Source: an optimization exercise on an open RTL-to-GDS flow (aim: small area). Production flows keep margins and buffers that such runs may drop. In this exercise RTL edits were held to simulation tests only and were not proved equivalent to the original. Power figures rest on the tool's default switching activity, not on a simulated workload.

// dma_write_top
module dma_write_top (
    input  logic                   clk,
    input  logic                   reset,
    input  logic                   desc_push,
    input  logic [31:0]            desc_control,
    input  logic [31:0]            desc_pkt_begin,
    input  logic [31:0]            desc_pkt_end,
    input  logic [31:0]            desc_write_address,
    output logic                   desc_full,
    input  logic                   data_push,
    input  avalon_pkg::bus_word_t  data_in,
    output logic                   data_full,
    output avalon_pkg::bus_addr_t  avm_address,
    output avalon_pkg::bus_word_t  avm_writedata,
    output logic                   avm_write,
    output avalon_pkg::burst_cnt_t avm_burstcount,
    input  logic                   avm_waitrequest,
    output logic                   busy,
    output logic                   done_irq,
    output logic [15:0]            xfer_count,
    output logic [15:0]            drop_count
);
    localparam int DW = 41;  
    logic [8:0]  wdiff;
    logic [22:0] carry;
    logic        len_ok;
    logic [7:0]  wcnt;
    assign wdiff    = {1'b0, desc_pkt_end[9:2]} - {1'b0, desc_pkt_begin[9:2]};
    assign carry[0] = wdiff[8];
    for (genvar i = 0; i < 22; i++) begin : g_carry
        assign carry[i+1] = carry[i] & desc_pkt_begin[10+i];
    end
  ...
Size in the first run: roughly 1700 cells after synthesis, roughly 280 I/O pins, roughly 31000 um2 of cells after synthesis.
clock: 5.0 ns
lec_check: 0
cap_margin: 20
core_margin: 2
core_utilization: 78
cts_buf_list: sky130_fd_sc_hd__clkbuf_8
cts_cluster_diameter: 70
cts_cluster_size: 18
place_density: 0.86
slew_margin: 20
standard.sh (not shown) runs the stock make flow with config.mk's settings and CLKGATE_MAP_FILE= SYNTH_SCRIPT=/design/flow/synth_recipe.tcl, a recipe that flattens the netlist after the stock synthesis.
==> flow/flow/run.sh <==
#!/bin/bash
# The standard layout, with the port buffers made of the smallest buffer cell instead of
# the resizer's default pick (clkdlybuf4s50_1).
set -uo pipefail
bash standard.sh "BUFFER_PORTS_ARGS=-buffer_cell sky130_fd_sc_hd__buf_1" REMOVE_ABC_BUFFERS=1 finish > standard_flow.log 2>&1
status=$?
tail -40 standard_flow.log
exit $status
The first run finished with timing, DRC and antenna clean.
Then changed:
Settings changed: CORE_UTILIZATION 78 to 74, CTS_BUF_LIST sky130_fd_sc_hd__clkbuf_8 to sky130_fd_sc_hd__clkbuf_4 sky130_fd_sc_hd__clkbuf_8, PLACE_DENSITY 0.86 to 0.82.
What happened:
- synthesized cell count stays the same
- cell area hardly moves
- sequential cell count does not change
- hold slack got worse by 0.016 ns
- count of clock-buffer cells in the layout is higher by 19
- routed wire length went down by 3.6%
- total power grows by 0.65%
- maximum frequency increases by 2.3%
- critical path depth does not change

The RTL this note starts from:
==> flow/design.v <==
package avalon_pkg;
    typedef logic [32-1:0] bus_word_t;
    typedef logic [31:0] bus_addr_t;           
    typedef logic [16-1:0] burst_cnt_t;  
    localparam int BYTES_PER_WORD = 32 / 8;
endpackage
package dma_pkg;
    typedef struct packed {
        logic [31:0] control;
        logic [31:0] pkt_begin;      
        logic [31:0] pkt_end;        
        logic [31:0] write_address;  
    } wr_desc_t;
    localparam int CTRL_IRQ_EN = 0;
    typedef enum logic [1:0] {
        st_idle,
        st_run,   
        st_done   
    } wr_state_t;
endpackage
module dma_write_top (
    input  logic                   clk,
    input  logic                   reset,
    input  logic                   desc_push,
    input  logic [31:0]            desc_control,
    input  logic [31:0]            desc_pkt_begin,
    input  logic [31:0]            desc_pkt_end,
    input  logic [31:0]            desc_write_address,
    output logic                   desc_full,
    input  logic                   data_push,
    input  avalon_pkg::bus_word_t  data_in,
    output logic                   data_full,
    output avalon_pkg::bus_addr_t  avm_address,
    output avalon_pkg::bus_word_t  avm_writedata,
    output logic                   avm_write,
    output avalon_pkg::burst_cnt_t avm_burstcount,
    input  logic                   avm_waitrequest,
    output logic                   busy,
    output logic                   done_irq,
    output logic [15:0]            xfer_count,
    output logic [15:0]            drop_count
);
    localparam int DW = 41;  
    logic [8:0]  wdiff;
    logic [22:0] carry;
    logic        len_ok;
    logic [7:0]  wcnt;
    assign wdiff    = {1'b0, desc_pkt_end[9:2]} - {1'b0, desc_pkt_begin[9:2]};
    assign carry[0] = wdiff[8];
    for (genvar i = 0; i < 22; i++) begin : g_carry
        assign carry[i+1] = carry[i] & desc_pkt_begin[10+i];
    end
    assign len_ok = (desc_pkt_end[1:0] == 2'b00) && (desc_pkt_begin[1:0] == 2'b00)
                 && ((desc_pkt_end[31:10] ^ desc_pkt_begin[31:10]) == carry[21:0]) && !carry[22];
    assign wcnt   = len_ok ? wdiff[7:0] : 8'd0;  
    logic [DW-1:0] dmem [4];
    logic [2:0]    didx;
    logic          dempty, dpush, dpop;
    logic [DW-1:0] dq;  
    assign desc_full = (didx == 3'd3);
    assign dempty    = didx[2];
    assign dpush     = desc_push && !desc_full;
    logic [31:0] mem [16];
    logic [4:0]  idx;
    logic        empty, push, pop;
    logic [31:0] pend_data;
    assign data_full = (idx == 5'd15);
    assign empty     = idx[4];
    assign push      = data_push && !data_full;
    typedef enum logic [1:0] {s_idle, s_check, s_run, s_done} state_t;
    state_t      state;
    logic [7:0]  fetch_left;  
    logic        hold_valid, pend, accept, move, ok, last;
    logic [31:0] hold_data;
    assign ok     = (dq[39:32] != 8'd0);
    assign dpop   = (state == s_idle) && !dempty;
    assign accept = hold_valid && !avm_waitrequest;
    assign move   = pend && (!hold_valid || accept);
    assign pop    = (state == s_run) && (fetch_left != 8'd0)
                 && !empty && (!pend || move);
    assign last   = (fetch_left == 8'd0) && !pend;
    logic [15:0] cnt_inc;
    assign cnt_inc = (state[1] ? xfer_count : drop_count) + 16'd1;
    assign busy           = state[1];
    assign done_irq       = (state == s_done) && dq[40];
    assign avm_address    = dq[31:0];
    assign avm_burstcount = {8'd0, dq[39:32]};
    assign avm_write      = hold_valid;
    assign avm_writedata  = hold_data;
    always_ff @(posedge clk) begin
        if (!reset) begin
            didx       <= '1;
            idx        <= '1;
            state      <= s_idle;
            hold_valid <= 1'b0;
            pend       <= 1'b0;
            xfer_count <= '0;
            drop_count <= '0;
        end else begin
            case ({dpush, dpop})
                2'b10:   didx <= didx + 1'b1;
                2'b01:   didx <= didx - 1'b1;
                default: ;
            endcase
            case ({push, pop})
                2'b10:   idx <= idx + 1'b1;
                2'b01:   idx <= idx - 1'b1;
                default: ;
            endcase
            case (state)
                s_idle:  if (dpop) state <= s_check;
                s_check: begin
                    if (ok) state <= s_run;
                    else begin
                        state      <= s_idle;
                        drop_count <= cnt_inc;
                    end
                end
                s_run:   if (accept && last) state <= s_done;
                s_done:  begin
                    state      <= s_idle;
                    xfer_count <= cnt_inc;
                end
            endcase
            if (move)        hold_valid <= 1'b1;
            else if (accept) hold_valid <= 1'b0;
            if (pop)         pend <= 1'b1;
            else if (move)   pend <= 1'b0;
        end
    end
    logic [31:0] rdata;
    always_comb begin
        rdata = '0;
        for (int i = 0; i < 16; i++) rdata = rdata | (mem[i] & {32{idx[3:0] == 4'(i)}});
    end
    logic [DW-1:0] drdata;
    always_comb begin
        drdata = '0;
        for (int i = 0; i < 4; i++) drdata = drdata | (dmem[i] & {DW{didx[1:0] == 2'(i)}});
    end
    always_ff @(posedge clk) begin
        if (state == s_check)    fetch_left <= dq[39:32];
        else if (pop)            fetch_left <= fetch_left - 1'b1;
        if (dpush) begin
            dmem[0] <= {desc_control[0], wcnt, desc_write_address};
            for (int i = 1; i < 4; i++) dmem[i] <= dmem[i-1];
        end
        if (dpop)  dq <= drdata;
        if (push) begin
            mem[0] <= data_in;
            for (int i = 1; i < 16; i++) mem[i] <= mem[i-1];
        end
        if (pop)   pend_data <= rdata;
        if (move)  hold_data <= pend_data;
    end
endmodule
clock: 5.0 ns
lec_check: 0
cap_margin: 5
core_margin: 2
core_utilization: 70
cts_buf_list: sky130_fd_sc_hd__clkbuf_8
cts_cluster_diameter: 50
cts_cluster_size: 20
place_density: 0.78
slew_margin: 5
Scripts as last shown in full above: flow/flow/run.sh
The starting point ran to the end with no violations.
Rerun with:
CAP_MARGIN = 20   (was 5)
SLEW_MARGIN = 20   (was 5)
The changed run ran to the end with no violations. Design area is about the same. Cell count stays the same. Routed wire length is about the same. Register-to-register slack gets better by 0.20 ns. Critical path depth is unchanged. Core utilization stays flat.
Rerun with:
CORE_UTILIZATION = 78   (was 70)
CTS_CLUSTER_DIAMETER = 40   (was 50)
PLACE_DENSITY = 0.86   (was 0.78)
What happened: The changed run produced a clean layout; routed wire length rises by roughly a tenth; flip-flop and latch count does not change; total power is higher by roughly a tenth; via count is higher by a little under a tenth; setup slack loses 0.099 ns; maximum frequency went down by a few percent; clock skew grows by 0.033 ns; sequential share of layout area goes down by 1.5 points.
Rerun with:
==> flow/flow/run.sh (replaced) <==
#!/bin/bash
# The standard layout, with the port buffers made of the smallest buffer cell instead of
# the resizer's default pick (clkdlybuf4s50_1).
set -uo pipefail
bash standard.sh "BUFFER_PORTS_ARGS=-buffer_cell sky130_fd_sc_hd__buf_1" finish > standard_flow.log 2>&1
status=$?
tail -40 standard_flow.log
exit $status
CORE_UTILIZATION = 60   (was 78)
CTS_CLUSTER_DIAMETER = 50   (was 40)
CTS_CLUSTER_SIZE = 15   (was 20)
PLACE_DENSITY = 0.7   (was 0.86)
Effect: Cell count increases by about 4%. Global-route usage fell by 11 points. Total power shrinks by about 6%. Clock-buffer cell count drops by 9. Sequential share of layout area goes up by 0.72 points. Die area is higher by 29%. Maximum frequency increases by about 2.1%.

[what the ideal ports hide]
The results above use ideal ports. As a check the final layouts listed here were re-extracted and re-timed, cells and wires unchanged. Step 1 (the two cells are an assumption about what drives the block):
set clk [get_ports {clk}]
set_driving_cell -lib_cell sky130_fd_sc_hd__clkbuf_16 $clk
set_driving_cell -lib_cell sky130_fd_sc_hd__buf_2 [delete_from_list [all_inputs] $clk]
Step 2 times the ports against the registers' clock, not the clock port: input delays grow and output delays shrink by t, the midpoint of the rising clock arrivals with the driver on. Slacks: no drivers / after step 1 / after step 2; pairs: no drivers / after step 1.
run | t (ns) | setup slack, ns | worst hold slack (ns) | slew at the worst register clock pin (ns)
the first run of note 1 | 0.716 | 1.355 / 1.386 / 0.669 | 0.429 / 0.429 / 0.429 | 0.12 / 0.12
the second run of note 1 | 0.730 | 1.438 / 1.465 / 0.735 | 0.414 / 0.414 / 0.414 | 0.11 / 0.11
the first run of note 2 | 0.742 | 1.433 / 1.456 / 0.714 | 0.419 / 0.419 / 0.419 | 0.12 / 0.12
the second run of note 2 | 0.742 | 1.434 / 1.457 / 0.716 | 0.416 / 0.416 / 0.416 | 0.12 / 0.12
the third run of note 2 | 0.728 | 1.335 / 1.360 / 0.632 | 0.402 / 0.402 / 0.402 | 0.12 / 0.12
the fourth run of note 2 | 0.724 | 1.412 / 1.447 / 0.723 | 0.419 / 0.419 / 0.419 | 0.10 / 0.10
After both steps setup and hold are still met in every run listed. The setup slack of the first run of note 2, which loses most, moves by +0.023 ns with the drivers and by -0.719 ns with both steps.
